What follows belongs to an exercise in optimizing a design on an open flow for small area, a short achievable clock period and few clock cycles; a production flow would make more cautious choices. Only simulation tests tie the RTL to the original design; equivalence was not proved. Power is estimated from default activity; no workload was simulated.

==> flow/constraint.sdc <==
create_clock -name core_clock -period 8.0 [get_ports {dca_port_11}]
set_input_delay 1.6000 -clock core_clock [delete_from_list [all_inputs] [get_ports {dca_port_11}]]
set_output_delay 1.6000 -clock core_clock [all_outputs]
set_load 0.01 [all_outputs]
==> flow/config.mk <==
export PLATFORM = sky130hd
export DESIGN_NAME = matrix_mac_top
export DESIGN_NICKNAME = matrix_mac_top
export VERILOG_FILES = /design/flow/design.v
export SDC_FILE = /design/flow/constraint.sdc
export NUM_CORES = 4
export LEC_CHECK = 0
export CAP_MARGIN = 20
export CORE_MARGIN = 2
export CORE_UTILIZATION = 40
export SETUP_SLACK_MARGIN = 2.25
export SLEW_MARGIN = 20
==> flow/flow/run.sh <==
#!/bin/bash
# Layout flow: the standard flow (standard.sh) with two changes.
#  1. The port buffers are buf_2 cells instead of the clkdlybuf4s50_1 delay
#     cells that buffer_ports picks by default; every port still gets one.
#  2. After the standard synthesis (run unchanged), fa_polarity.py re-chooses
#     the polarity of each full-adder cell (a full adder is self-dual) so that
#     fewer inverters sit between them. Registers and all other cells are kept.
#     simeq.py compares the netlists by random simulation of every register
#     input and output; if they differ, the standard netlist is used as is.
set -euo pipefail
export BUFFER_PORTS_ARGS="-buffer_cell sky130_fd_sc_hd__buf_2"
R=orfs/results/${FLOW_PLATFORM}/matrix_mac_top/base
LIB=${FLOW_HOME}/platforms/${FLOW_PLATFORM}/lib/sky130_fd_sc_hd__tt_025C_1v80.lib

bash standard.sh synth > standard_synth.log 2>&1
cp "$R/1_2_yosys.v" "$R/1_2_yosys_standard.v"
if python3 flow/fa_polarity.py "$R/1_2_yosys_standard.v" polarity.v > fa_polarity.log 2>&1 &&
   python3 flow/simeq.py "$LIB" "$R/1_2_yosys_standard.v" polarity.v > simeq.log 2>&1; then
  cp polarity.v "$R/1_2_yosys.v"
  rm -f "$R/1_synth.odb" "$R/1_synth.sdc"
else
  echo "polarity step not used" >> fa_polarity.log
fi
bash standard.sh > standard_flow.log 2>&1
==> flow/standard.sh <==
#!/bin/bash
# synth_recipe.tcl (not shown) runs the flow's synth.tcl, then flattens the netlist and writes it again
# the make line also repeats each setting of config.mk as NAME=value (left out here)
make -C /OpenROAD-flow-scripts/flow DESIGN_CONFIG=/design/flow/config.mk WORK_HOME=/design/flow/orfs CLKGATE_MAP_FILE= SYNTH_SCRIPT=/design/flow/synth_recipe.tcl "${@:-finish}"
==> flow/design.v <==
`timescale 1ns/1ns
package mac_pkg;
  typedef enum logic [1:0] {
    OP_ADD   = 2'd0,
    OP_SUB   = 2'd1,
    OP_EWMUL = 2'd2,
    OP_OUTER = 2'd3
  } op_e;
  localparam int STEP_W = 4;
endpackage
`timescale 1ns/1ns
module mac_inst_reg
#(
  parameter int MATRIX_DIM = 4
)
(
  input  logic                                 dca_port_11,
  input  logic                                 dca_port_17,
  input  logic                                 i_load,
  input  logic [1:0]                           i_opcode,
  input  logic                                 i_init_acc,
  input  logic [MATRIX_DIM-1:0]                i_row_mask,
  input  logic [MATRIX_DIM-1:0]                i_col_mask,
  output logic [1:0]                           o_inst_opcode,
  output logic                                 o_inst_init_acc,
  output logic [MATRIX_DIM*MATRIX_DIM-1:0]     o_inst_elem_en
);
  localparam int NUM_ELEM = MATRIX_DIM * MATRIX_DIM;
  logic [NUM_ELEM-1:0] elem_en_nxt;
  always_comb
  begin
    for (int r = 0; r < MATRIX_DIM; r++)
      for (int c = 0; c < MATRIX_DIM; c++)
        elem_en_nxt[r*MATRIX_DIM + c] = i_row_mask[r] & i_col_mask[c];
  end
  always_ff @(posedge dca_port_11 or negedge dca_port_17)
  begin
    if (!dca_port_17)
    begin
      o_inst_opcode   <= mac_pkg::OP_ADD;
      o_inst_init_acc <= 1'b0;
      o_inst_elem_en  <= '0;
    end
    else if (i_load)
    begin
      o_inst_opcode   <= i_opcode;
      o_inst_init_acc <= i_init_acc;
      o_inst_elem_en  <= elem_en_nxt;
    end
  end
endmodule
`timescale 1ns/1ns
module mac_seq
(
  input  logic                       dca_port_11,
  input  logic                       dca_port_17,
  input  logic                       i_start,
  input  logic                       i_clear,
  input  logic [1:0]                 i_opcode,
  input  logic [mac_pkg::STEP_W-1:0] i_steps,
  output logic                       o_run,
  output logic                       o_first,
  output logic                       o_done
);
  logic [mac_pkg::STEP_W-1:0] remain;
  logic [mac_pkg::STEP_W-1:0] remain_nxt;
  always_comb
  begin
    remain_nxt = i_steps - 1'b1;
    if ((i_opcode != mac_pkg::OP_OUTER) || (i_steps == '0))
      remain_nxt = '0;
  end
  always_ff @(posedge dca_port_11 or negedge dca_port_17)
  begin
    if (!dca_port_17)
    begin
      o_run   <= 1'b0;
      o_first <= 1'b0;
      o_done  <= 1'b0;
      remain  <= '0;
    end
    else if (!o_run)
    begin
      o_done <= 1'b0;
      if (i_start && !i_clear)
      begin
        o_run   <= 1'b1;
        o_first <= 1'b1;
        remain  <= remain_nxt;
      end
    end
    else
    begin
      o_first <= 1'b0;
      remain  <= remain - 1'b1;
      if (i_clear || (remain == '0))
        o_run <= 1'b0;
      o_done <= !i_clear && (remain == '0);
    end
  end
endmodule
`timescale 1ns/1ns
module mac_lane
#(
  parameter int ELEM_W = 16
)
(
  input  logic              dca_port_11,
  input  logic              dca_port_17,
  input  logic              i_outer,
  input  logic              i_g_outer,
  input  logic              i_g_ewmul,
  input  logic              i_g_addsub,
  input  logic              i_keep,
  input  logic              i_sub,
  input  logic              i_cin,
  input  logic [ELEM_W-1:0] i_l_rc,
  input  logic [ELEM_W-1:0] i_r_rc,
  input  logic [ELEM_W-1:0] i_l_r0,
  input  logic [ELEM_W-1:0] i_r_0c,
  output logic [ELEM_W-1:0] o_val
);
  logic [ELEM_W-2:0] bank_s;
  logic [ELEM_W-1:0] bank_k;
  logic              top_a;
  logic              top_b;
  logic              top_c;
  logic [ELEM_W-1:0] op_a;
  logic [ELEM_W-1:0] op_b;
  logic [ELEM_W-1:0] op_s;
  logic [ELEM_W-1:0] op_k;
  logic              op_t;
  logic [ELEM_W-2:0] row0;
  logic [ELEM_W-2:0] row1;
  logic [ELEM_W-2:0] nxt_s;
  logic [ELEM_W-1:0] nxt_k;
  logic              nxt_a;
  logic              nxt_b;
  logic              nxt_c;
  logic pp1;
  logic pp2;
  logic pp3;
  logic pp4;
  logic pp5;
  logic pp6;
  logic pp7;
  logic pp8;
  logic pp9;
  logic pp10;
  logic pp11;
  logic pp12;
  logic pp13;
  logic pp14;
  logic pp15;
  logic pp16;
  logic pp17;
  logic pp18;
  logic pp19;
  logic pp20;
  logic pp21;
  logic pp22;
  logic pp23;
  logic pp24;
  logic pp25;
  logic pp26;
  logic pp27;
  logic pp28;
  logic pp29;
  logic pp30;
  logic pp31;
  logic pp32;
  logic pp33;
  logic pp34;
  logic pp35;
  logic pp36;
  logic pp37;
  logic pp38;
  logic pp39;
  logic pp40;
  logic pp41;
  logic pp42;
  logic pp43;
  logic pp44;
  logic pp45;
  logic pp46;
  logic pp47;
  logic pp48;
  logic pp49;
  logic pp50;
  logic pp51;
  logic pp52;
  logic pp53;
  logic pp54;
  logic pp55;
  logic pp56;
  logic pp57;
  logic pp58;
  logic pp59;
  logic pp60;
  logic pp61;
  logic pp62;
  logic pp63;
  logic pp64;
  logic pp65;
  logic pp66;
  logic pp67;
  logic pp68;
  logic pp69;
  logic pp70;
  logic pp71;
  logic pp72;
  logic pp73;
  logic pp74;
  logic pp75;
  logic pp76;
  logic pp77;
  logic pp78;
  logic pp79;
  logic pp80;
  logic pp81;
  logic pp82;
  logic pp83;
  logic pp84;
  logic pp85;
  logic pp86;
  logic pp87;
  logic pp88;
  logic pp89;
  logic pp90;
  logic pp91;
  logic pp92;
  logic pp93;
  logic pp94;
  logic pp95;
  logic pp96;
  logic pp97;
  logic pp98;
  logic pp99;
  logic pp100;
  logic pp101;
  logic pp102;
  logic pp103;
  logic pp104;
  logic pp105;
  logic pp106;
  logic pp107;
  logic pp108;
  logic pp109;
  logic pp110;
  logic pp111;
  logic pp112;
  logic pp113;
  logic pp114;
  logic pp115;
  logic pp116;
  logic pp117;
  logic pp118;
  logic pp119;
  logic pp120;
  logic pp121;
  logic pp122;
  logic pp123;
  logic pp124;
  logic pp125;
  logic pp126;
  logic pp127;
  logic pp128;
  logic pp129;
  logic pp130;
  logic pp131;
  logic pp132;
  logic pp133;
  logic pp134;
  logic pp135;
  logic pp136;
  logic s137;
  logic c138;
  logic s139;
  logic c140;
  logic s141;
  logic c142;
  logic s143;
  logic c144;
  logic s145;
  logic c146;
  logic s147;
  logic c148;
  logic s149;
  logic c150;
  logic s151;
  logic c152;
  logic s153;
  logic c154;
  logic s155;
  logic c156;
  logic s157;
  logic c158;
  logic s159;
  logic c160;
  logic s161;
  logic c162;
  logic s163;
  logic c164;
  logic s165;
  logic c166;
  logic s167;
  logic c168;
  logic s169;
  logic c170;
  logic s171;
  logic c172;
  logic s173;
  logic c174;
  logic s175;
  logic c176;
  logic s177;
  logic c178;
  logic s179;
  logic c180;
  logic s181;
  logic c182;
  logic s183;
  logic c184;
  logic s185;
  logic c186;
  logic s187;
  logic c188;
  logic s189;
  logic c190;
  logic s191;
  logic c192;
  logic s193;
  logic c194;
  logic s195;
  logic c196;
  logic s197;
  logic c198;
  logic s199;
  logic c200;
  logic s201;
  logic c202;
  logic s203;
  logic c204;
  logic s205;
  logic c206;
  logic s207;
  logic c208;
  logic s209;
  logic c210;
  logic s211;
  logic c212;
  logic s213;
  logic c214;
  logic s215;
  logic c216;
  logic s217;
  logic c218;
  logic s219;
  logic c220;
  logic s221;
  logic c222;
  logic s223;
  logic c224;
  logic s225;
  logic c226;
  logic s227;
  logic c228;
  logic s229;
  logic c230;
  logic s231;
  logic c232;
  logic s233;
  logic c234;
  logic s235;
  logic c236;
  logic s237;
  logic c238;
  logic s239;
  logic c240;
  logic s241;
  logic c242;
  logic s243;
  logic c244;
  logic s245;
  logic c246;
  logic s247;
  logic c248;
  logic s249;
  logic c250;
  logic s251;
  logic c252;
  logic s253;
  logic c254;
  logic s255;
  logic c256;
  logic s257;
  logic c258;
  logic s259;
  logic c260;
  logic s261;
  logic c262;
  logic s263;
  logic c264;
  logic s265;
  logic c266;
  logic s267;
  logic c268;
  logic s269;
  logic c270;
  logic s271;
  logic c272;
  logic s273;
  logic c274;
  logic s275;
  logic c276;
  logic s277;
  logic c278;
  logic s279;
  logic c280;
  logic s281;
  logic c282;
  logic s283;
  logic c284;
  logic s285;
  logic c286;
  logic s287;
  logic c288;
  logic s289;
  logic c290;
  logic s291;
  logic c292;
  logic s293;
  logic c294;
  logic s295;
  logic c296;
  logic s297;
  logic c298;
  logic s299;
  logic c300;
  logic s301;
  logic c302;
  logic s303;
  logic c304;
  logic s305;
  logic c306;
  logic s307;
  logic c308;
  logic s309;
  logic c310;
  logic s311;
  logic c312;
  logic s313;
  logic c314;
  logic s315;
  logic c316;
  logic s317;
  logic c318;
  logic s319;
  logic c320;
  logic s321;
  logic c322;
  logic s323;
  logic c324;
  logic s325;
  logic c326;
  logic s327;
  logic c328;
  logic s329;
  logic c330;
  logic s331;
  logic c332;
  logic s333;
  logic c334;
  logic s335;
  logic c336;
  logic s337;
  logic c338;
  logic s339;
  logic c340;
  logic s341;
  logic c342;
  logic s343;
  logic c344;
  logic s345;
  logic c346;
  logic s347;
  logic c348;
  assign op_a = i_outer ? i_l_r0 : i_l_rc;
  assign op_b = (i_r_0c & {ELEM_W{i_g_outer}}) | (i_r_rc & {ELEM_W{i_g_ewmul}}) |
                {{(ELEM_W-1){1'b0}}, i_g_addsub};
  assign op_s = ({top_a, bank_s} & {ELEM_W{i_keep}}) |
                ((i_r_rc ^ {ELEM_W{i_sub}}) & {ELEM_W{i_g_addsub}});
  assign op_k = bank_k & {ELEM_W{i_keep}};
  assign op_t = (top_b ^ top_c) & i_keep;
  assign pp1 = op_a[0] & op_b[0];
  assign pp2 = op_a[1] & op_b[0];
  assign pp3 = op_a[2] & op_b[0];
  assign pp4 = op_a[3] & op_b[0];
  assign pp5 = op_a[4] & op_b[0];
  assign pp6 = op_a[5] & op_b[0];
  assign pp7 = op_a[6] & op_b[0];
  assign pp8 = op_a[7] & op_b[0];
  assign pp9 = op_a[8] & op_b[0];
  assign pp10 = op_a[9] & op_b[0];
  assign pp11 = op_a[10] & op_b[0];
  assign pp12 = op_a[11] & op_b[0];
  assign pp13 = op_a[12] & op_b[0];
  assign pp14 = op_a[13] & op_b[0];
  assign pp15 = op_a[14] & op_b[0];
  assign pp16 = op_a[15] & op_b[0];
  assign pp17 = op_a[0] & op_b[1];
  assign pp18 = op_a[1] & op_b[1];
  assign pp19 = op_a[2] & op_b[1];
  assign pp20 = op_a[3] & op_b[1];
  assign pp21 = op_a[4] & op_b[1];
  assign pp22 = op_a[5] & op_b[1];
  assign pp23 = op_a[6] & op_b[1];
  assign pp24 = op_a[7] & op_b[1];
  assign pp25 = op_a[8] & op_b[1];
  assign pp26 = op_a[9] & op_b[1];
  assign pp27 = op_a[10] & op_b[1];
  assign pp28 = op_a[11] & op_b[1];
  assign pp29 = op_a[12] & op_b[1];
  assign pp30 = op_a[13] & op_b[1];
  assign pp31 = op_a[14] & op_b[1];
  assign pp32 = op_a[0] & op_b[2];
  assign pp33 = op_a[1] & op_b[2];
  assign pp34 = op_a[2] & op_b[2];
  assign pp35 = op_a[3] & op_b[2];
  assign pp36 = op_a[4] & op_b[2];
  assign pp37 = op_a[5] & op_b[2];
  assign pp38 = op_a[6] & op_b[2];
  assign pp39 = op_a[7] & op_b[2];
  assign pp40 = op_a[8] & op_b[2];
  assign pp41 = op_a[9] & op_b[2];
  assign pp42 = op_a[10] & op_b[2];
  assign pp43 = op_a[11] & op_b[2];
  assign pp44 = op_a[12] & op_b[2];
  assign pp45 = op_a[13] & op_b[2];
  assign pp46 = op_a[0] & op_b[3];
  assign pp47 = op_a[1] & op_b[3];
  assign pp48 = op_a[2] & op_b[3];
  assign pp49 = op_a[3] & op_b[3];
  assign pp50 = op_a[4] & op_b[3];
  assign pp51 = op_a[5] & op_b[3];
  assign pp52 = op_a[6] & op_b[3];
  assign pp53 = op_a[7] & op_b[3];
  assign pp54 = op_a[8] & op_b[3];
  assign pp55 = op_a[9] & op_b[3];
  assign pp56 = op_a[10] & op_b[3];
  assign pp57 = op_a[11] & op_b[3];
  assign pp58 = op_a[12] & op_b[3];
  assign pp59 = op_a[0] & op_b[4];
  assign pp60 = op_a[1] & op_b[4];
  assign pp61 = op_a[2] & op_b[4];
  assign pp62 = op_a[3] & op_b[4];
  assign pp63 = op_a[4] & op_b[4];
  assign pp64 = op_a[5] & op_b[4];
  assign pp65 = op_a[6] & op_b[4];
  assign pp66 = op_a[7] & op_b[4];
  assign pp67 = op_a[8] & op_b[4];
  assign pp68 = op_a[9] & op_b[4];
  assign pp69 = op_a[10] & op_b[4];
  assign pp70 = op_a[11] & op_b[4];
  assign pp71 = op_a[0] & op_b[5];
  assign pp72 = op_a[1] & op_b[5];
  assign pp73 = op_a[2] & op_b[5];
  assign pp74 = op_a[3] & op_b[5];
  assign pp75 = op_a[4] & op_b[5];
  assign pp76 = op_a[5] & op_b[5];
  assign pp77 = op_a[6] & op_b[5];
  assign pp78 = op_a[7] & op_b[5];
  assign pp79 = op_a[8] & op_b[5];
  assign pp80 = op_a[9] & op_b[5];
  assign pp81 = op_a[10] & op_b[5];
  assign pp82 = op_a[0] & op_b[6];
  assign pp83 = op_a[1] & op_b[6];
  assign pp84 = op_a[2] & op_b[6];
  assign pp85 = op_a[3] & op_b[6];
  assign pp86 = op_a[4] & op_b[6];
  assign pp87 = op_a[5] & op_b[6];
  assign pp88 = op_a[6] & op_b[6];
  assign pp89 = op_a[7] & op_b[6];
  assign pp90 = op_a[8] & op_b[6];
  assign pp91 = op_a[9] & op_b[6];
  assign pp92 = op_a[0] & op_b[7];
  assign pp93 = op_a[1] & op_b[7];
  assign pp94 = op_a[2] & op_b[7];
  assign pp95 = op_a[3] & op_b[7];
  assign pp96 = op_a[4] & op_b[7];
  assign pp97 = op_a[5] & op_b[7];
  assign pp98 = op_a[6] & op_b[7];
  assign pp99 = op_a[7] & op_b[7];
  assign pp100 = op_a[8] & op_b[7];
  assign pp101 = op_a[0] & op_b[8];
  assign pp102 = op_a[1] & op_b[8];
  assign pp103 = op_a[2] & op_b[8];
  assign pp104 = op_a[3] & op_b[8];
  assign pp105 = op_a[4] & op_b[8];
  assign pp106 = op_a[5] & op_b[8];
  assign pp107 = op_a[6] & op_b[8];
  assign pp108 = op_a[7] & op_b[8];
  assign pp109 = op_a[0] & op_b[9];
  assign pp110 = op_a[1] & op_b[9];
  assign pp111 = op_a[2] & op_b[9];
  assign pp112 = op_a[3] & op_b[9];
  assign pp113 = op_a[4] & op_b[9];
  assign pp114 = op_a[5] & op_b[9];
  assign pp115 = op_a[6] & op_b[9];
  assign pp116 = op_a[0] & op_b[10];
  assign pp117 = op_a[1] & op_b[10];
  assign pp118 = op_a[2] & op_b[10];
  assign pp119 = op_a[3] & op_b[10];
  assign pp120 = op_a[4] & op_b[10];
  assign pp121 = op_a[5] & op_b[10];
  assign pp122 = op_a[0] & op_b[11];
  assign pp123 = op_a[1] & op_b[11];
  assign pp124 = op_a[2] & op_b[11];
  assign pp125 = op_a[3] & op_b[11];
  assign pp126 = op_a[4] & op_b[11];
  assign pp127 = op_a[0] & op_b[12];
  assign pp128 = op_a[1] & op_b[12];
  assign pp129 = op_a[2] & op_b[12];
  assign pp130 = op_a[3] & op_b[12];
  assign pp131 = op_a[0] & op_b[13];
  assign pp132 = op_a[1] & op_b[13];
  assign pp133 = op_a[2] & op_b[13];
  assign pp134 = op_a[0] & op_b[14];
  assign pp135 = op_a[1] & op_b[14];
  assign pp136 = op_a[0] & op_b[15];
  assign s137 = i_cin ^ op_s[0] ^ pp1;
  assign c138 = (i_cin & op_s[0]) | (i_cin & pp1) | (op_s[0] & pp1);
  assign s139 = op_s[1] ^ pp2 ^ pp17;
  assign c140 = (op_s[1] & pp2) | (op_s[1] & pp17) | (pp2 & pp17);
  assign s141 = op_s[2] ^ pp3 ^ pp18;
  assign c142 = (op_s[2] & pp3) | (op_s[2] & pp18) | (pp3 & pp18);
  assign s143 = pp32 ^ c140 ^ s141;
  assign c144 = (pp32 & c140) | (pp32 & s141) | (c140 & s141);
  assign s145 = op_s[3] ^ pp4 ^ pp19;
  assign c146 = (op_s[3] & pp4) | (op_s[3] & pp19) | (pp4 & pp19);
  assign s147 = pp33 ^ pp46 ^ c142;
  assign c148 = (pp33 & pp46) | (pp33 & c142) | (pp46 & c142);
  assign s149 = s145 ^ c144 ^ s147;
  assign c150 = (s145 & c144) | (s145 & s147) | (c144 & s147);
  assign s151 = op_s[4] ^ pp5 ^ pp20;
  assign c152 = (op_s[4] & pp5) | (op_s[4] & pp20) | (pp5 & pp20);
  assign s153 = pp34 ^ pp47 ^ pp59;
  assign c154 = (pp34 & pp47) | (pp34 & pp59) | (pp47 & pp59);
  assign s155 = c146 ^ s151 ^ s153;
  assign c156 = (c146 & s151) | (c146 & s153) | (s151 & s153);
  assign s157 = c148 ^ s155 ^ c150;
  assign c158 = (c148 & s155) | (c148 & c150) | (s155 & c150);
  assign s159 = op_s[5] ^ pp6 ^ pp21;
  assign c160 = (op_s[5] & pp6) | (op_s[5] & pp21) | (pp6 & pp21);
  assign s161 = pp35 ^ pp48 ^ pp60;
  assign c162 = (pp35 & pp48) | (pp35 & pp60) | (pp48 & pp60);
  assign s163 = pp71 ^ c152 ^ c154;
  assign c164 = (pp71 & c152) | (pp71 & c154) | (c152 & c154);
  assign s165 = s159 ^ s161 ^ c156;
  assign c166 = (s159 & s161) | (s159 & c156) | (s161 & c156);
  assign s167 = s163 ^ s165 ^ c158;
  assign c168 = (s163 & s165) | (s163 & c158) | (s165 & c158);
  assign s169 = op_s[6] ^ pp7 ^ pp22;
  assign c170 = (op_s[6] & pp7) | (op_s[6] & pp22) | (pp7 & pp22);
  assign s171 = pp36 ^ pp49 ^ pp61;
  assign c172 = (pp36 & pp49) | (pp36 & pp61) | (pp49 & pp61);
  assign s173 = pp72 ^ pp82 ^ c160;
  assign c174 = (pp72 & pp82) | (pp72 & c160) | (pp82 & c160);
  assign s175 = c162 ^ s169 ^ s171;
  assign c176 = (c162 & s169) | (c162 & s171) | (s169 & s171);
  assign s177 = c164 ^ s173 ^ s175;
  assign c178 = (c164 & s173) | (c164 & s175) | (s173 & s175);
  assign s179 = c166 ^ s177 ^ c168;
  assign c180 = (c166 & s177) | (c166 & c168) | (s177 & c168);
  assign s181 = op_s[7] ^ pp8 ^ pp23;
  assign c182 = (op_s[7] & pp8) | (op_s[7] & pp23) | (pp8 & pp23);
  assign s183 = pp37 ^ pp50 ^ pp62;
  assign c184 = (pp37 & pp50) | (pp37 & pp62) | (pp50 & pp62);
  assign s185 = pp73 ^ pp83 ^ pp92;
  assign c186 = (pp73 & pp83) | (pp73 & pp92) | (pp83 & pp92);
  assign s187 = c170 ^ c172 ^ s181;
  assign c188 = (c170 & c172) | (c170 & s181) | (c172 & s181);
  assign s189 = s183 ^ s185 ^ c174;
  assign c190 = (s183 & s185) | (s183 & c174) | (s185 & c174);
  assign s191 = c176 ^ s187 ^ s189;
  assign c192 = (c176 & s187) | (c176 & s189) | (s187 & s189);
  assign s193 = c178 ^ s191 ^ c180;
  assign c194 = (c178 & s191) | (c178 & c180) | (s191 & c180);
  assign s195 = op_s[8] ^ op_k[8] ^ pp9;
  assign c196 = (op_s[8] & op_k[8]) | (op_s[8] & pp9) | (op_k[8] & pp9);
  assign s197 = pp24 ^ pp38 ^ pp51;
  assign c198 = (pp24 & pp38) | (pp24 & pp51) | (pp38 & pp51);
  assign s199 = pp63 ^ pp74 ^ pp84;
  assign c200 = (pp63 & pp74) | (pp63 & pp84) | (pp74 & pp84);
  assign s201 = pp93 ^ pp101 ^ c182;
  assign c202 = (pp93 & pp101) | (pp93 & c182) | (pp101 & c182);
  assign s203 = c184 ^ c186 ^ s195;
  assign c204 = (c184 & c186) | (c184 & s195) | (c186 & s195);
  assign s205 = s197 ^ s199 ^ c188;
  assign c206 = (s197 & s199) | (s197 & c188) | (s199 & c188);
  assign s207 = s201 ^ s203 ^ c190;
  assign c208 = (s201 & s203) | (s201 & c190) | (s203 & c190);
  assign s209 = s205 ^ c192 ^ s207;
  assign c210 = (s205 & c192) | (s205 & s207) | (c192 & s207);
  assign s211 = op_s[9] ^ pp10 ^ pp25;
  assign c212 = (op_s[9] & pp10) | (op_s[9] & pp25) | (pp10 & pp25);
  assign s213 = pp39 ^ pp52 ^ pp64;
  assign c214 = (pp39 & pp52) | (pp39 & pp64) | (pp52 & pp64);
  assign s215 = pp75 ^ pp85 ^ pp94;
  assign c216 = (pp75 & pp85) | (pp75 & pp94) | (pp85 & pp94);
  assign s217 = pp102 ^ pp109 ^ c196;
  assign c218 = (pp102 & pp109) | (pp102 & c196) | (pp109 & c196);
  assign s219 = c198 ^ c200 ^ s211;
  assign c220 = (c198 & c200) | (c198 & s211) | (c200 & s211);
  assign s221 = s213 ^ s215 ^ c202;
  assign c222 = (s213 & s215) | (s213 & c202) | (s215 & c202);
  assign s223 = c204 ^ s217 ^ s219;
  assign c224 = (c204 & s217) | (c204 & s219) | (s217 & s219);
  assign s225 = c206 ^ s221 ^ s223;
  assign c226 = (c206 & s221) | (c206 & s223) | (s221 & s223);
  assign s227 = c208 ^ s225 ^ c210;
  assign c228 = (c208 & s225) | (c208 & c210) | (s225 & c210);
  assign s229 = op_s[10] ^ pp11 ^ pp26;
  assign c230 = (op_s[10] & pp11) | (op_s[10] & pp26) | (pp11 & pp26);
  assign s231 = pp40 ^ pp53 ^ pp65;
  assign c232 = (pp40 & pp53) | (pp40 & pp65) | (pp53 & pp65);
  assign s233 = pp76 ^ pp86 ^ pp95;
  assign c234 = (pp76 & pp86) | (pp76 & pp95) | (pp86 & pp95);
  assign s235 = pp103 ^ pp110 ^ pp116;
  assign c236 = (pp103 & pp110) | (pp103 & pp116) | (pp110 & pp116);
  assign s237 = c212 ^ c214 ^ c216;
  assign c238 = (c212 & c214) | (c212 & c216) | (c214 & c216);
  assign s239 = s229 ^ s231 ^ s233;
  assign c240 = (s229 & s231) | (s229 & s233) | (s231 & s233);
  assign s241 = s235 ^ c218 ^ c220;
  assign c242 = (s235 & c218) | (s235 & c220) | (c218 & c220);
  assign s243 = s237 ^ s239 ^ c222;
  assign c244 = (s237 & s239) | (s237 & c222) | (s239 & c222);
  assign s245 = c224 ^ s241 ^ s243;
  assign c246 = (c224 & s241) | (c224 & s243) | (s241 & s243);
  assign s247 = c226 ^ s245 ^ c228;
  assign c248 = (c226 & s245) | (c226 & c228) | (s245 & c228);
  assign s249 = op_s[11] ^ pp12 ^ pp27;
  assign c250 = (op_s[11] & pp12) | (op_s[11] & pp27) | (pp12 & pp27);
  assign s251 = pp41 ^ pp54 ^ pp66;
  assign c252 = (pp41 & pp54) | (pp41 & pp66) | (pp54 & pp66);
  assign s253 = pp77 ^ pp87 ^ pp96;
  assign c254 = (pp77 & pp87) | (pp77 & pp96) | (pp87 & pp96);
  assign s255 = pp104 ^ pp111 ^ pp117;
  assign c256 = (pp104 & pp111) | (pp104 & pp117) | (pp111 & pp117);
  assign s257 = pp122 ^ c230 ^ c232;
  assign c258 = (pp122 & c230) | (pp122 & c232) | (c230 & c232);
  assign s259 = c234 ^ c236 ^ s249;
  assign c260 = (c234 & c236) | (c234 & s249) | (c236 & s249);
  assign s261 = s251 ^ s253 ^ s255;
  assign c262 = (s251 & s253) | (s251 & s255) | (s253 & s255);
  assign s263 = c238 ^ c240 ^ s257;
  assign c264 = (c238 & c240) | (c238 & s257) | (c240 & s257);
  assign s265 = s259 ^ s261 ^ c242;
  assign c266 = (s259 & s261) | (s259 & c242) | (s261 & c242);
  assign s267 = s263 ^ c244 ^ s265;
  assign c268 = (s263 & c244) | (s263 & s265) | (c244 & s265);
  assign s269 = c246 ^ s267 ^ c248;
  assign c270 = (c246 & s267) | (c246 & c248) | (s267 & c248);
  assign s271 = op_s[12] ^ op_k[12] ^ pp13;
  assign c272 = (op_s[12] & op_k[12]) | (op_s[12] & pp13) | (op_k[12] & pp13);
  assign s273 = pp28 ^ pp42 ^ pp55;
  assign c274 = (pp28 & pp42) | (pp28 & pp55) | (pp42 & pp55);
  assign s275 = pp67 ^ pp78 ^ pp88;
  assign c276 = (pp67 & pp78) | (pp67 & pp88) | (pp78 & pp88);
  assign s277 = pp97 ^ pp105 ^ pp112;
  assign c278 = (pp97 & pp105) | (pp97 & pp112) | (pp105 & pp112);
  assign s279 = pp118 ^ pp123 ^ pp127;
  assign c280 = (pp118 & pp123) | (pp118 & pp127) | (pp123 & pp127);
  assign s281 = c250 ^ c252 ^ c254;
  assign c282 = (c250 & c252) | (c250 & c254) | (c252 & c254);
  assign s283 = c256 ^ s271 ^ s273;
  assign c284 = (c256 & s271) | (c256 & s273) | (s271 & s273);
  assign s285 = s275 ^ s277 ^ s279;
  assign c286 = (s275 & s277) | (s275 & s279) | (s277 & s279);
  assign s287 = c258 ^ c260 ^ c262;
  assign c288 = (c258 & c260) | (c258 & c262) | (c260 & c262);
  assign s289 = s281 ^ s283 ^ s285;
  assign c290 = (s281 & s283) | (s281 & s285) | (s283 & s285);
  assign s291 = c264 ^ s287 ^ s289;
  assign c292 = (c264 & s287) | (c264 & s289) | (s287 & s289);
  assign s293 = c266 ^ s291 ^ c268;
  assign c294 = (c266 & s291) | (c266 & c268) | (s291 & c268);
  assign s295 = op_s[13] ^ pp14 ^ pp29;
  assign c296 = (op_s[13] & pp14) | (op_s[13] & pp29) | (pp14 & pp29);
  assign s297 = pp43 ^ pp56 ^ pp68;
  assign c298 = (pp43 & pp56) | (pp43 & pp68) | (pp56 & pp68);
  assign s299 = pp79 ^ pp89 ^ pp98;
  assign c300 = (pp79 & pp89) | (pp79 & pp98) | (pp89 & pp98);
  assign s301 = pp106 ^ pp113 ^ pp119;
  assign c302 = (pp106 & pp113) | (pp106 & pp119) | (pp113 & pp119);
  assign s303 = pp124 ^ pp128 ^ pp131;
  assign c304 = (pp124 & pp128) | (pp124 & pp131) | (pp128 & pp131);
  assign s305 = c272 ^ c274 ^ c276;
  assign c306 = (c272 & c274) | (c272 & c276) | (c274 & c276);
  assign s307 = c278 ^ c280 ^ s295;
  assign c308 = (c278 & c280) | (c278 & s295) | (c280 & s295);
  assign s309 = s297 ^ s299 ^ s301;
  assign c310 = (s297 & s299) | (s297 & s301) | (s299 & s301);
  assign s311 = s303 ^ c282 ^ c284;
  assign c312 = (s303 & c282) | (s303 & c284) | (c282 & c284);
  assign s313 = c286 ^ s305 ^ s307;
  assign c314 = (c286 & s305) | (c286 & s307) | (s305 & s307);
  assign s315 = s309 ^ c288 ^ c290;
  assign c316 = (s309 & c288) | (s309 & c290) | (c288 & c290);
  assign s317 = s311 ^ s313 ^ c292;
  assign c318 = (s311 & s313) | (s311 & c292) | (s313 & c292);
  assign s319 = s315 ^ s317 ^ c294;
  assign c320 = (s315 & s317) | (s315 & c294) | (s317 & c294);
  assign s321 = op_s[14] ^ pp15 ^ pp30;
  assign c322 = (op_s[14] & pp15) | (op_s[14] & pp30) | (pp15 & pp30);
  assign s323 = pp44 ^ pp57 ^ pp69;
  assign c324 = (pp44 & pp57) | (pp44 & pp69) | (pp57 & pp69);
  assign s325 = pp80 ^ pp90 ^ pp99;
  assign c326 = (pp80 & pp90) | (pp80 & pp99) | (pp90 & pp99);
  assign s327 = pp107 ^ pp114 ^ pp120;
  assign c328 = (pp107 & pp114) | (pp107 & pp120) | (pp114 & pp120);
  assign s329 = pp125 ^ pp129 ^ pp132;
  assign c330 = (pp125 & pp129) | (pp125 & pp132) | (pp129 & pp132);
  assign s331 = pp134 ^ c296 ^ c298;
  assign c332 = (pp134 & c296) | (pp134 & c298) | (c296 & c298);
  assign s333 = c300 ^ c302 ^ c304;
  assign c334 = (c300 & c302) | (c300 & c304) | (c302 & c304);
  assign s335 = s321 ^ s323 ^ s325;
  assign c336 = (s321 & s323) | (s321 & s325) | (s323 & s325);
  assign s337 = s327 ^ s329 ^ c306;
  assign c338 = (s327 & s329) | (s327 & c306) | (s329 & c306);
  assign s339 = c308 ^ c310 ^ s331;
  assign c340 = (c308 & c310) | (c308 & s331) | (c310 & s331);
  assign s341 = s333 ^ s335 ^ c312;
  assign c342 = (s333 & s335) | (s333 & c312) | (s335 & c312);
  assign s343 = s337 ^ c314 ^ s339;
  assign c344 = (s337 & c314) | (s337 & s339) | (c314 & s339);
  assign s345 = c316 ^ s341 ^ s343;
  assign c346 = (c316 & s341) | (c316 & s343) | (s341 & s343);
  assign s347 = c318 ^ s345 ^ c320;
  assign c348 = (c318 & s345) | (c318 & c320) | (s345 & c320);
  logic c_top;
  assign row0 = {s347, s319, s293, s269, s247, s227, s209, s193, s179, s167, s157, s149, s143, c138, s137};
  assign row1 = {1'b0, 1'b0, c270, 1'b0, 1'b0, 1'b0, c194, 1'b0, 1'b0, 1'b0, 1'b0, 1'b0, 1'b0, s139, 1'b0};
  assign {nxt_k[8], nxt_s[7:0]} = row0[7:0] + row1[7:0];
  assign {nxt_k[12], nxt_s[11:8]} = row0[11:8] + row1[11:8];
  assign {c_top, nxt_s[14:12]} = row0[14:12] + row1[14:12];
  assign nxt_k[0] = 1'b0;
  assign nxt_k[1] = 1'b0;
  assign nxt_k[2] = 1'b0;
  assign nxt_k[3] = 1'b0;
  assign nxt_k[4] = 1'b0;
  assign nxt_k[5] = 1'b0;
  assign nxt_k[6] = 1'b0;
  assign nxt_k[7] = 1'b0;
  assign nxt_k[9] = 1'b0;
  assign nxt_k[10] = 1'b0;
  assign nxt_k[11] = 1'b0;
  assign nxt_k[13] = 1'b0;
  assign nxt_k[14] = 1'b0;
  assign nxt_k[15] = 1'b0;
  assign nxt_a = pp16 ^ pp31 ^ pp45 ^ pp58 ^ pp70 ^ pp81 ^ pp91 ^ pp100 ^ pp108 ^ pp115 ^ pp121 ^ pp126 ^ pp130 ^ pp133 ^ pp135 ^ pp136 ^ op_s[15] ^ op_t;
  assign nxt_b = c322 ^ c324 ^ c326 ^ c328 ^ c330 ^ c332 ^ c334 ^ c336 ^ c338 ^ c340 ^ c342 ^ c344 ^ c346;
  assign nxt_c = c348 ^ c_top;
  always_ff @(posedge dca_port_11 or negedge dca_port_17)
  begin
    if (!dca_port_17)
    begin
      bank_s <= '0;
      bank_k <= '0;
      top_a  <= 1'b0;
      top_b  <= 1'b0;
      top_c  <= 1'b0;
    end
    else
    begin
      bank_s <= nxt_s;
      bank_k <= nxt_k;
      top_a  <= nxt_a;
      top_b  <= nxt_b;
      top_c  <= nxt_c;
    end
  end
  logic oc8;
  logic oc9;
  logic oc10;
  logic oc11;
  logic oc12;
  logic oc13;
  logic oc14;
  assign o_val[0] = bank_s[0];
  assign o_val[1] = bank_s[1];
  assign o_val[2] = bank_s[2];
  assign o_val[3] = bank_s[3];
  assign o_val[4] = bank_s[4];
  assign o_val[5] = bank_s[5];
  assign o_val[6] = bank_s[6];
  assign o_val[7] = bank_s[7];
  assign o_val[8] = bank_s[8] ^ bank_k[8];
  assign oc8 = bank_s[8] & bank_k[8];
  assign o_val[9] = bank_s[9] ^ oc8;
  assign oc9 = bank_s[9] & oc8;
  assign o_val[10] = bank_s[10] ^ oc9;
  assign oc10 = bank_s[10] & oc9;
  assign o_val[11] = bank_s[11] ^ oc10;
  assign oc11 = bank_s[11] & oc10;
  assign o_val[12] = bank_s[12] ^ bank_k[12] ^ oc11;
  assign oc12 = (bank_s[12] & bank_k[12]) | (bank_s[12] & oc11) | (bank_k[12] & oc11);
  assign o_val[13] = bank_s[13] ^ oc12;
  assign oc13 = bank_s[13] & oc12;
  assign o_val[14] = bank_s[14] ^ oc13;
  assign oc14 = bank_s[14] & oc13;
  assign o_val[15] = top_a ^ top_b ^ top_c ^ oc14;
endmodule
`timescale 1ns/1ns
module mac_datapath
#(
  parameter int MATRIX_DIM = 4,
  parameter int ELEM_W     = 16
)
(
  input  logic                                    dca_port_11,
  input  logic                                    dca_port_17,
  input  logic                                    i_run,
  input  logic [MATRIX_DIM*MATRIX_DIM-1:0]        i_elem_en,
  input  logic [1:0]                              i_op,
  input  logic                                    i_acc,
  input  logic [MATRIX_DIM*MATRIX_DIM*ELEM_W-1:0] i_lhs,
  input  logic [MATRIX_DIM*MATRIX_DIM*ELEM_W-1:0] i_rhs,
  output logic [MATRIX_DIM*MATRIX_DIM*ELEM_W-1:0] o_result
);
  logic outer;
  logic ewmul;
  logic addsub;
  logic sub;
  assign outer  = (i_op == mac_pkg::OP_OUTER);
  assign ewmul  = (i_op == mac_pkg::OP_EWMUL);
  assign addsub = (i_op == mac_pkg::OP_ADD) || (i_op == mac_pkg::OP_SUB);
  assign sub    = (i_op == mac_pkg::OP_SUB);
  for (genvar r = 0; r < MATRIX_DIM; r++)
  begin : g_row
    for (genvar c = 0; c < MATRIX_DIM; c++)
    begin : g_col
      localparam int IDX = r*MATRIX_DIM + c;
      logic we;
      assign we = i_run & i_elem_en[IDX];
      mac_lane #(.ELEM_W(ELEM_W)) mac_lane_i
      (
        .dca_port_11 (dca_port_11),
        .dca_port_17 (dca_port_17),
        .i_outer     (outer),
        .i_g_outer   (we & outer),
        .i_g_ewmul   (we & ewmul),
        .i_g_addsub  (we & addsub),
        .i_keep      (!we || (outer && i_acc)),
        .i_sub       (sub),
        .i_cin       (we & sub),
        .i_l_rc      (i_lhs[IDX*ELEM_W +: ELEM_W]),
        .i_r_rc      (i_rhs[IDX*ELEM_W +: ELEM_W]),
        .i_l_r0      (i_lhs[(r*MATRIX_DIM)*ELEM_W +: ELEM_W]),
        .i_r_0c      (i_rhs[c*ELEM_W +: ELEM_W]),
        .o_val       (o_result[IDX*ELEM_W +: ELEM_W])
      );
    end
  end
endmodule
`timescale 1ns/1ns
`timescale 1ns/1ns
module matrix_mac_top
#(
  parameter int MATRIX_DIM = 4,
  parameter int ELEM_W     = 16
)
(
  input  logic                                    dca_port_11,
  input  logic                                    dca_port_17,
  input  logic                                    i_start,
  input  logic                                    i_clear,
  input  logic [1:0]                              i_opcode,
  input  logic                                    i_init_acc,
  input  logic [MATRIX_DIM-1:0]                   i_row_mask,
  input  logic [MATRIX_DIM-1:0]                   i_col_mask,
  input  logic [mac_pkg::STEP_W-1:0]              i_steps,
  input  logic [MATRIX_DIM*MATRIX_DIM*ELEM_W-1:0] i_lhs,
  input  logic [MATRIX_DIM*MATRIX_DIM*ELEM_W-1:0] i_rhs,
  output logic                                    o_busy,
  output logic                                    o_step_req,
  output logic                                    o_done,
  output logic [MATRIX_DIM*MATRIX_DIM*ELEM_W-1:0] o_result
);
  logic                             run;
  logic                             first;
  logic [1:0]                       inst_opcode;
  logic                             inst_init_acc;
  logic [MATRIX_DIM*MATRIX_DIM-1:0] inst_elem_en;
  mac_seq mac_seq_i
  (
    .dca_port_11 (dca_port_11),
    .dca_port_17 (dca_port_17),
    .i_start     (i_start),
    .i_clear     (i_clear),
    .i_opcode    (i_opcode),
    .i_steps     (i_steps),
    .o_run       (run),
    .o_first     (first),
    .o_done      (o_done)
  );
  mac_inst_reg #(.MATRIX_DIM(MATRIX_DIM)) mac_inst_reg_i
  (
    .dca_port_11     (dca_port_11),
    .dca_port_17     (dca_port_17),
    .i_load          (!run),
    .i_opcode        (i_opcode),
    .i_init_acc      (i_init_acc),
    .i_row_mask      (i_row_mask),
    .i_col_mask      (i_col_mask),
    .o_inst_opcode   (inst_opcode),
    .o_inst_init_acc (inst_init_acc),
    .o_inst_elem_en  (inst_elem_en)
  );
  mac_datapath #(.MATRIX_DIM(MATRIX_DIM), .ELEM_W(ELEM_W)) mac_datapath_i
  (
    .dca_port_11 (dca_port_11),
    .dca_port_17 (dca_port_17),
    .i_run       (run),
    .i_elem_en   (inst_elem_en),
    .i_op        (inst_opcode),
    .i_acc       (!(first && inst_init_acc)),
    .i_lhs       (i_lhs),
    .i_rhs       (i_rhs),
    .o_result    (o_result)
  );
  assign o_busy     = run;
  assign o_step_req = run;
endmodule
==> flow/flow/fa_polarity.py <==
#!/usr/bin/env python3
"""Re-choose the polarity of full-adder cells in a mapped netlist.

A full adder is self-dual: FA(~a, ~b, ~c) = (~sum, ~cout). Synthesis leaves
many inverters between full adders; this script picks, for each fa_* cell,
whether it computes the true or the inverted values so that as few inverters
as possible are needed, then rebuilds the inverters between cells. Inverters
that drive a port or a net named in an assign are kept. Registers and all
other cells are left as they are.
usage: fa_polarity.py IN.v OUT.v
"""
import math
import random
import re
import sys
from collections import defaultdict

OUT_PINS = {"X", "Y", "Q", "Q_N", "SUM", "COUT", "HI", "LO"}
src = open(sys.argv[1]).read()

m = re.search(r"\bmodule\s+(\S+)\s*\((.*?)\);", src, re.S)
inst_re = re.compile(r"^\s*(sky130_fd_sc_hd__\w+)\s+(\S+)\s*\((.*?)\);\s*$", re.S | re.M)
pin_re = re.compile(r"\.(\w+)\(\s*(.*?)\s*\)\s*(?:,|$)", re.S)

insts = []
for im in inst_re.finditer(src):
    typ, name, body = im.group(1), im.group(2), im.group(3)
    pins = {}
    for p, n in pin_re.findall(body):
        pins[p] = n.strip()
    insts.append([typ, name, pins, im.start(), im.end()])

ports = set()
for d in re.finditer(r"^\s*(input|output|inout)\s+(?:\[[^\]]*\]\s*)?(.*?);", src, re.M):
    for n in d.group(2).split(","):
        ports.add(n.strip())
assign_nets = set()
for a in re.finditer(r"^\s*assign\s+(.*?)\s*=\s*(.*?);", src, re.M):
    for side in a.groups():
        for tok in re.findall(r"\\\S+|[A-Za-z_][\w$]*(?:\s*\[\d+\])?", side):
            assign_nets.add(tok.strip())


def base_name(n):
    # a bit of a port vector: "name [3]" or "name[3]" -> name
    return re.sub(r"\s*\[\d+\]$", "", n)


def is_inv(t):
    return re.match(r"sky130_fd_sc_hd__(clk)?inv_\d+$", t) is not None


def is_fa(t):
    return re.match(r"sky130_fd_sc_hd__fa_\d+$", t) is not None


driver = {}
for i, (t, n, pins, _, _) in enumerate(insts):
    for p, net in pins.items():
        if p in OUT_PINS:
            driver[net] = (i, p)

fixed = set()
for i, (t, n, pins, _, _) in enumerate(insts):
    if is_inv(t):
        y = pins["Y"]
        if y in assign_nets or base_name(y) in ports or y in ports:
            fixed.add(i)


def source(net, depth=0):
    """(base net, polarity) of a net, looking through removable inverters."""
    d = driver.get(net)
    if d is None or depth > 20:
        return net, 0
    i, p = d
    if is_inv(insts[i][0]) and i not in fixed:
        b, pol = source(insts[i][2]["A"], depth + 1)
        return b, pol ^ 1
    return net, 0


# consumers: (inst, pin, base, pol)
cons = []
for i, (t, n, pins, _, _) in enumerate(insts):
    if is_inv(t) and i not in fixed:
        continue
    for p, net in pins.items():
        if p in OUT_PINS:
            continue
        b, pol = source(net)
        cons.append((i, p, b, pol))

def pinned(net):
    return net in assign_nets or net in ports or base_name(net) in ports


# a full adder that drives a port or an assigned net keeps its polarity
fa_ids = [i for i, x in enumerate(insts) if is_fa(x[0])
          and not any(pinned(x[2].get(p, "")) for p in ("SUM", "COUT"))]
flip = defaultdict(int)
by_base = defaultdict(list)
for k, (i, p, b, pol) in enumerate(cons):
    by_base[b].append(k)
fa_inputs = defaultdict(list)
for k, (i, p, b, pol) in enumerate(cons):
    if is_fa(insts[i][0]):
        fa_inputs[i].append(k)


def avail(b):
    d = driver.get(b)
    if d and is_fa(insts[d[0]][0]):
        return flip[d[0]]
    return 0


def req(k):
    i, p, b, pol = cons[k]
    return pol ^ (flip[i] if is_fa(insts[i][0]) else 0)


def cost_base(b):
    a = avail(b)
    return int(any(req(k) != a for k in by_base[b]))


def local_cost(f):
    bases = {cons[k][2] for k in fa_inputs[f]}
    for p in ("SUM", "COUT"):
        if p in insts[f][2]:
            bases.add(insts[f][2][p])
    return sum(cost_base(b) for b in bases)


before = sum(cost_base(b) for b in by_base)
rng = random.Random(1)
cur = before
best = (cur, dict(flip))
# simulated annealing over the flips, then keep the best state seen
steps = 400 * max(1, len(fa_ids))
temp0, temp1 = 1.5, 0.05
for it in range(steps):
    temp = temp0 * (temp1 / temp0) ** (it / steps)
    f = fa_ids[rng.randrange(len(fa_ids))] if fa_ids else None
    if f is None:
        break
    c0 = local_cost(f)
    flip[f] ^= 1
    c1 = local_cost(f)
    d = c1 - c0
    if d <= 0 or rng.random() < math.exp(-d / temp):
        cur += d
        if cur < best[0]:
            best = (cur, dict(flip))
    else:
        flip[f] ^= 1
flip = defaultdict(int, best[1])
after = sum(cost_base(b) for b in by_base)
n_old = sum(1 for i, x in enumerate(insts) if is_inv(x[0]) and i not in fixed)
sys.stderr.write(f"fa_polarity: {len(fa_ids)} full adders, {sum(flip.values())} flipped; "
                 f"inverters {n_old} -> {after} (estimate before {before})\n")

# rebuild
new_inv = {}
out_lines = []
cnt = 0


def inv_of(b):
    global cnt
    if b not in new_inv:
        cnt += 1
        new_inv[b] = (f"_fapol_{cnt}_", f"_fapol_{cnt}_y")
    return new_inv[b][1]


rewired = defaultdict(dict)
for k, (i, p, b, pol) in enumerate(cons):
    r = req(k)
    a = avail(b)
    if b.startswith("1'b") and r != a:
        rewired[i][p] = "1'b1" if b == "1'b0" else "1'b0"
    else:
        rewired[i][p] = b if r == a else inv_of(b)

def esc(v):
    # an escaped identifier ends at white space
    return v + " " if v.startswith("\\") else v


pieces = []
last = 0
wires = []
for i, (t, n, pins, s0, s1) in enumerate(insts):
    pieces.append(src[last:s0])
    last = s1
    if is_inv(t) and i not in fixed:
        continue
    newpins = dict(pins)
    newpins.update(rewired.get(i, {}))
    body = ",\n".join(f"    .{p}({esc(v)})" for p, v in newpins.items())
    pieces.append(f"  {t} {n} (\n{body}\n  );")
pieces.append(src[last:])
text = "".join(pieces)
decl = "".join(f"  wire {y};\n" for (_, y) in new_inv.values())
cells = "".join(f"  sky130_fd_sc_hd__inv_1 {n} (\n    .A({esc(b)}),\n    .Y({y})\n  );\n"
                for b, (n, y) in new_inv.items())
endpos = text.rindex("endmodule")
text = text[:endpos] + cells + text[endpos:]
# declarations right after the module header
hdr_end = text.index(";", text.index("module")) + 1
text = text[:hdr_end] + "\n" + decl + text[hdr_end:]
open(sys.argv[2], "w").write(text)
sys.stderr.write(f"fa_polarity: wrote {len(new_inv)} inverters\n")
==> flow/flow/simeq.py <==
#!/usr/bin/env python3
"""Random-simulation comparison of two mapped netlists with the same registers
and ports: every register input and every output must match for random values
of the inputs and register outputs. usage: simeq.py LIB A.v B.v"""
import re, sys, random

lib = open(sys.argv[1]).read()
funcs = {}
seq = set()
for m in re.finditer(r'cell\s*\(\s*"?(sky130_fd_sc_hd__\w+)"?\s*\)\s*\{', lib):
    name = m.group(1)
    start = m.end()
    depth = 1
    i = start
    while depth:
        c = lib[i]
        if c == '{': depth += 1
        elif c == '}': depth -= 1
        i += 1
    body = lib[start:i]
    if re.search(r'\b(ff|latch)\s*\(', body):
        seq.add(name)
    fs = {}
    for pm in re.finditer(r'pin\s*\(\s*"?(\w+)"?\s*\)\s*\{([^{}]*)', body):
        f = re.search(r'function\s*:\s*"([^"]*)"', pm.group(2))
        if f:
            fs[pm.group(1)] = f.group(1)
    funcs[name] = fs

def pyexpr(f):
    f = f.replace('!', ' ~').replace('*', '&').replace('+', '|')
    f = re.sub(r'(\w)\s+(?=[\w(~])', r'\1 & ', f)
    f = re.sub(r'\)\s+(?=[\w(~])', r') & ', f)
    return f

inst_re = re.compile(r"^\s*(sky130_fd_sc_hd__\w+)\s+(\S+)\s*\((.*?)\);\s*$", re.S | re.M)
pin_re = re.compile(r"\.(\w+)\(\s*(.*?)\s*\)\s*(?:,|$)", re.S)

def load(path):
    src = open(path).read()
    insts = []
    for im in inst_re.finditer(src):
        pins = {p: n.strip() for p, n in pin_re.findall(im.group(3))}
        insts.append((im.group(1), im.group(2), pins))
    assigns = []
    for a in re.finditer(r"^\s*assign\s+(.*?)\s*=\s*(.*?)\s*;", src, re.M):
        assigns.append((a.group(1).strip(), a.group(2).strip()))
    outs = []
    for d in re.finditer(r"^\s*output\s+(?:\[(\d+):(\d+)\]\s*)?(\S+?)\s*;", src, re.M):
        if d.group(1):
            for b in range(int(d.group(2)), int(d.group(1)) + 1):
                outs.append(f"{d.group(3)}[{b}]")
        else:
            outs.append(d.group(3))
    return insts, assigns, outs

def norm(n):
    n = n.strip()
    if n.startswith('\\'):
        n = n[1:]
    return re.sub(r'\s+\[', '[', n)

def simulate(path, rnd_vals, W):
    insts, assigns, outs = load(path)
    val = {"1'b0": 0, "1'b1": (1 << W) - 1}
    drv = {}
    regs = {}
    for t, n, pins in insts:
        if t in seq:
            regs[n] = pins
            for p in ('Q', 'Q_N'):
                if p in pins:
                    key = 'Q:' + n
                    if key not in rnd_vals:
                        rnd_vals[key] = random.getrandbits(W)
                    q = rnd_vals[key]
                    val[norm(pins[p])] = q if p == 'Q' else ~q & ((1 << W) - 1)
            continue
        for p, f in funcs[t].items():
            if p in pins:
                drv[norm(pins[p])] = (t, pins, p)
    alias = {norm(l): norm(r) for l, r in assigns}
    mask = (1 << W) - 1
    sys.setrecursionlimit(100000)
    def get(n):
        n = norm(n)
        if n in val:
            return val[n]
        if n in drv:
            t, pins, p = drv[n]
            env = {}
            for q in re.findall(r'[A-Za-z_]\w*', funcs[t][p]):
                env[q] = get(pins[q])
            v = eval(pyexpr(funcs[t][p]), {}, env) & mask
        elif n in alias:
            v = get(alias[n])
        else:
            key = 'I:' + n
            if key not in rnd_vals:
                rnd_vals[key] = random.getrandbits(W)
            v = rnd_vals[key]
        val[n] = v
        return v
    res = {}
    for n, pins in regs.items():
        for p in ('D', 'RESET_B', 'SET_B', 'DE'):
            if p in pins:
                res[f'{n}.{p}'] = get(pins[p])
    for o in outs:
        res['O:' + o] = get(o)
    return res

random.seed(1)
rv = {}
W = 256
a = simulate(sys.argv[2], rv, W)
b = simulate(sys.argv[3], rv, W)
bad = [k for k in a if a[k] != b.get(k)]
missing = [k for k in a if k not in b] + [k for k in b if k not in a]
print(f"compared {len(a)} points; {len(bad)} differ; {len(missing)} unmatched")
for k in bad[:10]:
    print(" differ:", k)
sys.exit(1 if bad or missing else 0)
==> flow_summary.yaml, run 1 <==
clock_tree:
  cts_root_buf: "clkbuf_16"
  clkTransAtPathRegs_ns: 0.06
  cts.sinks: 346
  cts_tree: "done"
  cts_buffers: 55
  holdBufCountCts: 0
  ctsLongestPathBuffers: 3
  cts_htree_levels: 2
  clock_latency_ns: 0.74
placed_design:
  place.port_buffers: 789
  dp_hpwl_um: 279000
  globalplace.congestion: 1.02
  post_dp_cell_area_um2: 84600
cells_and_area:
  synthToLayoutAreaGrowth_pct: 20.7
  drive_gt1_share_pct: 26.6
  postLayoutCellArea_um2: 93400
  nNetsFinal: 11300
  layout_commonest_cell: "fa_1"
  final_cell_mix: "1497 x fa_1, 1260 x nor2_1, 746 x buf_2, 623 x inv_1, 538 x xnor2_1"
synth:
  netlist_instances: 8006
  syn_area_um2: 77400
  synth_nets: 10400
  syn-mean-instance-area_um2: 9.66
  yosysWarningCount: 3
sta:
  slew-limit-headroom_pct: 20.4
  period_needed_ns: 5.74
  rsz0062_at_grt: "yes"
  hold_violations: 0
  tns_ns: 0
  min_period_over_period_pct: 71.7
  timing.fmax_mhz: 174
  skew_ns: 0.0433
  setup_viol: 0
  drv_slew: 0
  worstMarginPinSlew_ns: 1.19
pwr:
  p_leak_uw: 0.0450
  peakVddDrop_uv: 201
  powerDensity_nw_per_um2: 195
min_path:
  hold_path_startpoint: "mac_seq_i.remain[1]"
  holdPathEnd: "mac_seq_i.remain[1]"
  min_path_type: "flip-flop to flip-flop"
  hold_depth: 2
die:
  fp-row-count: 161
  initial_core_util_pct: 40.2
  dieArea_um2: 197000
  ioPinCount: 790
  die_width_um: 444
  die_y_um: 444
  core-area_um2: 192000
grt:
  grt_usage_pct: 35.5
  grt_max_degree: 97
  antenna_found_initial: 110
  grt_overflow: 0
  grt_first_pass_wirelength_um: 497000
  grt_pass1_vias: 68600
drt:
  via_per_inst: 5.61
  wire_per_inst_um: 30.7
  drc: 0
  ant_nets: 0
  wl_um: 355000
  vias: 64700
  drt_iter0_drc: 6001
  first_pass_iters: 6
worst_setup_path:
  worstPathArrival_ns: 6.33
  reg2reg_slack_ns: 2.29
  r2r_cells: 17
  worstPathMaxFanout: 6
  path_class: "primary input to flip-flop"
  worstPathRequired_ns: 8.59
  end_kind: "flip-flop"
  r2r-start: "mac_inst_reg_i.o_inst_opcode[1]"
  reg2reg_to: "mac_datapath_i.g_row[0].g_col[3].mac_lane_i.top_c"
  start_kind: "primary input"
status:
  status: "timing/DRC/antenna clean"
run:
  max_cap_viol_count: 0
-- metal layers --
metal | vias to the layer above | track usage, % | share of wire (%)
li1 | 26500 | - | -
met1 | 33300 | 42.2 | 35
met2 | 3824 | 52.9 | 44
met3 | 1072 | 8.13 | 9.2
met4 | 18 | 33.6 | 11
met5 | - | 0 | 0.032
-- critical path: stages --
cell and delay [ns]:
buf_2 0.16, and3_1 0.38, nor2_1 0.36, nor2_1 0.11
fa_1 0.60, fa_1 0.45, fa_1 0.53, fa_1 0.44
fa_1 0.43, fa_1 0.41, fa_1 0.50, inv_1 0.06
nor2_1 0.08, nand2_1 0.07, xor2_1 0.14
-- repair_timing --
action | in CTS | in global routing
resized for setup | 372 | 358
setup buffers | 103 | 233
endpoints found under the setup margin | 201 | 83
pin swaps | 22 | 102
cloned | 11 | 27
-- through the flow --
step	hold WS (ns)	setup WS, ns	power (µW)	cells	util [%]
floorplan	0.467	2.03	10600	8006	-
global placement	0.512	0.932	14300	11000	44.0
detailed placement	0.516	0.902	14400	11000	44.0
CTS	0.544	2.20	17700	11200	46.4
global route	0.574	2.18	19400	11500	48.5
finish	0.545	2.26	18200	11500	48.5
-- power breakdown --
group / internal, µW / switching (µW)
sequential: 2520 / 738
clock: 1630 / 1130
combinational: 4940 / 7220
-- worst max-delay path by stage --
stage | endpoint | cells after the start | start | slack [ns]
3_5_place_dp | mac_datapath_i.g_row[3].g_col[3].mac_lane_i.top_c | 15 | i_rhs[51] | 0.90
4_1_cts | flip-flop | 17 | mac_inst_reg_i.o_inst_opcode[1] | 2.20
5_1_grt | mac_datapath_i.g_row[3].g_col[1].mac_lane_i.top_c | 17 | i_rhs[17] | 2.18
2_1_floorplan | mac_datapath_i.g_row[0].g_col[1].mac_lane_i.top_c | 15 | i_lhs[9] | 2.03
6_report | mac_datapath_i.g_row[0].g_col[3].mac_lane_i.top_c | 15 | i_lhs[11] | 2.26
3_3_place_gp | mac_datapath_i.g_row[2].g_col[3].mac_lane_i.top_c | 15 | i_rhs[50] | 0.93
-- registers in the layout (all words and copies together) (netlist names) --
name	flops
mac_datapath_i.g_row.g_col.mac_lane_i.bank_k	32
mac_datapath_i.g_row.g_col.mac_lane_i.top_b	16
mac_seq_i.o_first	1
mac_inst_reg_i.o_inst_init_acc	1
mac_seq_i.remain	4
mac_datapath_i.g_row.g_col.mac_lane_i.bank_s	240
mac_seq_i.o_run	1
mac_inst_reg_i.o_inst_opcode	2
mac_seq_i.o_done	1
mac_datapath_i.g_row.g_col.mac_lane_i.top_a	16
mac_inst_reg_i.o_inst_elem_en	16
mac_datapath_i.g_row.g_col.mac_lane_i.top_c	16
-- cell type report --
cell class	count	area, µm²
flip-flops and latches	346	8670
inverters	632	2390
clock inverters	32	428
repair buffers	1319	9590
clock buffers	71	1530
diodes	96	240
multi-input cells	6527	67400
well taps	2526	3160
fillers	17900	99000
Testbench counts, summed over its fixed seeds: cycles 7,501.
==> inputs of run 2 (changes only) <==
--- a/flow/config.mk
+++ b/flow/config.mk
@@ -7,6 +7,6 @@
 export LEC_CHECK = 0
-export CAP_MARGIN = 20
+export CAP_MARGIN = 10
 export CORE_MARGIN = 2
 export CORE_UTILIZATION = 40
-export SETUP_SLACK_MARGIN = 2.25
-export SLEW_MARGIN = 20
+export SETUP_SLACK_MARGIN = 2.0
+export SLEW_MARGIN = 10
==> run 2 against run 1 <==
  * Cell count shrank 1.9%
  * Wire length down 5.5%
  * Clock skew down 0.0084 ns
  * Largest cell class unchanged
  * Die area unchanged
  * Clock-buffer cell count increased by 1
  * Power decreased by 4.7%
  * Clock power is essentially flat
  * First-iteration DRC count shrank 3.5%
  * Global-route usage fell by 1.4 points
  * Final area is 4.8% lower
  * Largest power group unchanged
  * Core utilization decreased by 2.3 points
==> flow_summary.yaml, run 2 <==
clock_tree:
  cts_tree: "done"
  clock_latency_ns: 0.74
  ctsLongestPathBuffers: 3
  cts_buffers: 56
  clkTransAtPathRegs_ns: 0.06
  cts_root_buf: "clkbuf_16"
  cts_htree_levels: 2
  holdBufCountCts: 0
  cts.sinks: 346
die:
  die_width_um: 444
  initial_core_util_pct: 40.2
  core-area_um2: 192000
  fp-row-count: 161
  die_y_um: 444
  dieArea_um2: 197000
  ioPinCount: 790
run:
  max_cap_viol_count: 0
drt:
  drc: 0
  via_per_inst: 5.58
  wl_um: 336000
  ant_nets: 0
  drt_iter0_drc: 5789
  wire_per_inst_um: 29.6
  vias: 63200
  first_pass_iters: 7
status:
  status: "timing/DRC/antenna clean"
cells_and_area:
  largest_reg_flops: 240
  n_fill_cell: 18400
  top_regs: "mac_datapath_i.g_row.g_col.mac_lane_i.bank_s x240, mac_datapath_i.g_row.g_col.mac_lane_i.bank_k x32"
  drive_gt1_share_pct: 21.1
  largest_register: "mac_datapath_i.g_row.g_col.mac_lane_i.bank_s"
  final_cell_mix: "1661 x fa_1, 1273 x nor2_1, 772 x buf_2, 630 x inv_1, 539 x xnor2_1"
  synthToLayoutAreaGrowth_pct: 15.0
  nNetsFinal: 11100
  stdcell_count: 11300
  layout_commonest_cell: "fa_1"
placed_design:
  place.port_buffers: 789
  dp.cells: 11000
  place_ws_ns: 0.737
  globalplace.congestion: 1.04
  dp_hpwl_um: 266000
grt:
  antenna_found_initial: 113
  grt_pass1_vias: 68600
  grt_usage_pct: 34.1
  grt_max_degree: 117
  grt_first_pass_wirelength_um: 481000
  grt_overflow: 0
pwr:
  peakVddDrop_uv: 193
  totalPowerFinal_uw: 17300
  p_leak_uw: 0.0438
  powerDensity_nw_per_um2: 195
synth:
  syn-mean-instance-area_um2: 9.66
  yosysWarningCount: 3
  netlist_instances: 8006
  synth_nets: 10400
  syn_area_um2: 77400
worst_setup_path:
  worstPathArrival_ns: 6.58
  end_kind: "flip-flop"
  path_buf_inv: 3
  path_common_cell: "fa_1"
  path_delay_family: "adder cells"
  worstPathRequired_ns: 8.61
  worstPathMaxFanout: 16
  start_kind: "primary input"
  path_cells: "buf_2 > and3_1 > a21oi_1 > buf_4 > or2_2 > fa_1 > inv_1 > fa_1 > fa_2 > fa_1 > fa_1 > fa_1 > fa_1 > ha_1 > ha_1 > xnor2_1"
  slowest_stage: "and3_1"
  path_class: "primary input to flip-flop"
  max_stage_delay_ns: 0.61
sta:
  setup_viol: 0
  drv_slew: 0
  rsz0062_at_grt: "yes"
  finalWorstSetupSlack_ns: 2.03
  hold_ws_ns: 0.517
  worstMarginPinSlew_ns: 1.26
  timing.fmax_mhz: 168
  tns_ns: 0
  period_needed_ns: 5.97
  hold_violations: 0
  skew_ns: 0.0349
  min_period_over_period_pct: 74.6
  slew-limit-headroom_pct: 15.8
min_path:
  min_path_type: "flip-flop to flip-flop"
## run 2: cell type report
class                   instances  area, µm²  area share, %
well taps                    2526       3160           3.55
repair buffers               1132       7250           8.15
flip-flops and latches        346       8670           9.75
clock inverters                27        427          0.480
diodes                         83        208          0.234
inverters                     632       2380           2.67
clock buffers                  72       1540           1.73
multi-input cells            6514      65300           73.4
## run 2: stage by stage
stage | util [%] | area (µm²)
after CTS | 45.1 | 86800
final | 46.2 | 88900
after floorplan | - | 77800
after global placement | 43.5 | 83800
after detailed placement | 43.5 | 83800
after global routing | 46.2 | 88900
## run 2: path summary, 6_finish.rpt
path,startpoint,end,slack (ns),cells after the start
max,i_lhs[128],flip-flop,2.03,16
min,mac_seq_i.o_first,mac_seq_i.o_first,0.52,2
max reg2reg,mac_inst_reg_i.o_inst_opcode[0],mac_datapath_i.g_row[3].g_col[0].mac_lane_i.top_c,2.09,20
min reg2reg,mac_seq_i.o_first,mac_seq_i.o_first,0.52,2
max in group asynchronous,dca_port_17,async pin,5.73,2
min in group asynchronous,dca_port_17,async pin,0.85,1
## run 2: routing by layer
| metal | global-route usage [%] | share of wire, % |
|---|---|---|
| met3 | 9.34 | 9.6 |
| met5 | 0 | 0.077 |
| met1 | 40.0 | 35 |
| met4 | 31.6 | 11 |
| met2 | 50.8 | 44 |
## run 2: what timing repair did
item / CTS / global route
cloned: 7 / 7
setup endpoints to repair: 185 / 71
pin swaps: 7 / 24
resized for setup: 177 / 251
buffers inserted: 27 / 96
## run 2: where the power goes
group          switching [µW]  internal, µW
logic                    6810          4510
clock network            1070          1700
registers                 730          2520
total                    8610          8730
## run 2: tightest hold or removal path, cell delays in order, from the launching register on
cell	delay [ns]
dfrtp_1	0.36
nor2_1	0.05
nor2_1	0.07

[re-timing with driven ports]
How much do the figures lean on ideal ports? The routed layouts below were timed once more, with nothing changed but the port constraints. Step 1: set_driving_cell puts a clkbuf_16 on dca_port_11 and a buf_2 on each other input, an assumption about the parent block. Step 2, shift: input delay + t, output delay - t, t = (earliest + latest rising clock arrival at the registers) / 2. This alone moves slack from input paths to output paths. Three values: no drivers, after step 1, after step 2; two values: the first two.
run	t (ns)	setup WS [ns]	worst setup path at the end	cell pins on the clock port's net
run 1	0.814	2.261 / 2.234 / 1.420	input to register	1
run 2	0.804	2.034 / 1.923 / 1.118	input to register	1
After both steps setup and hold are still met in every run listed. For run 2, which loses most, drivers alone change the setup slack by -0.111 ns; drivers and shift together by -0.916 ns.
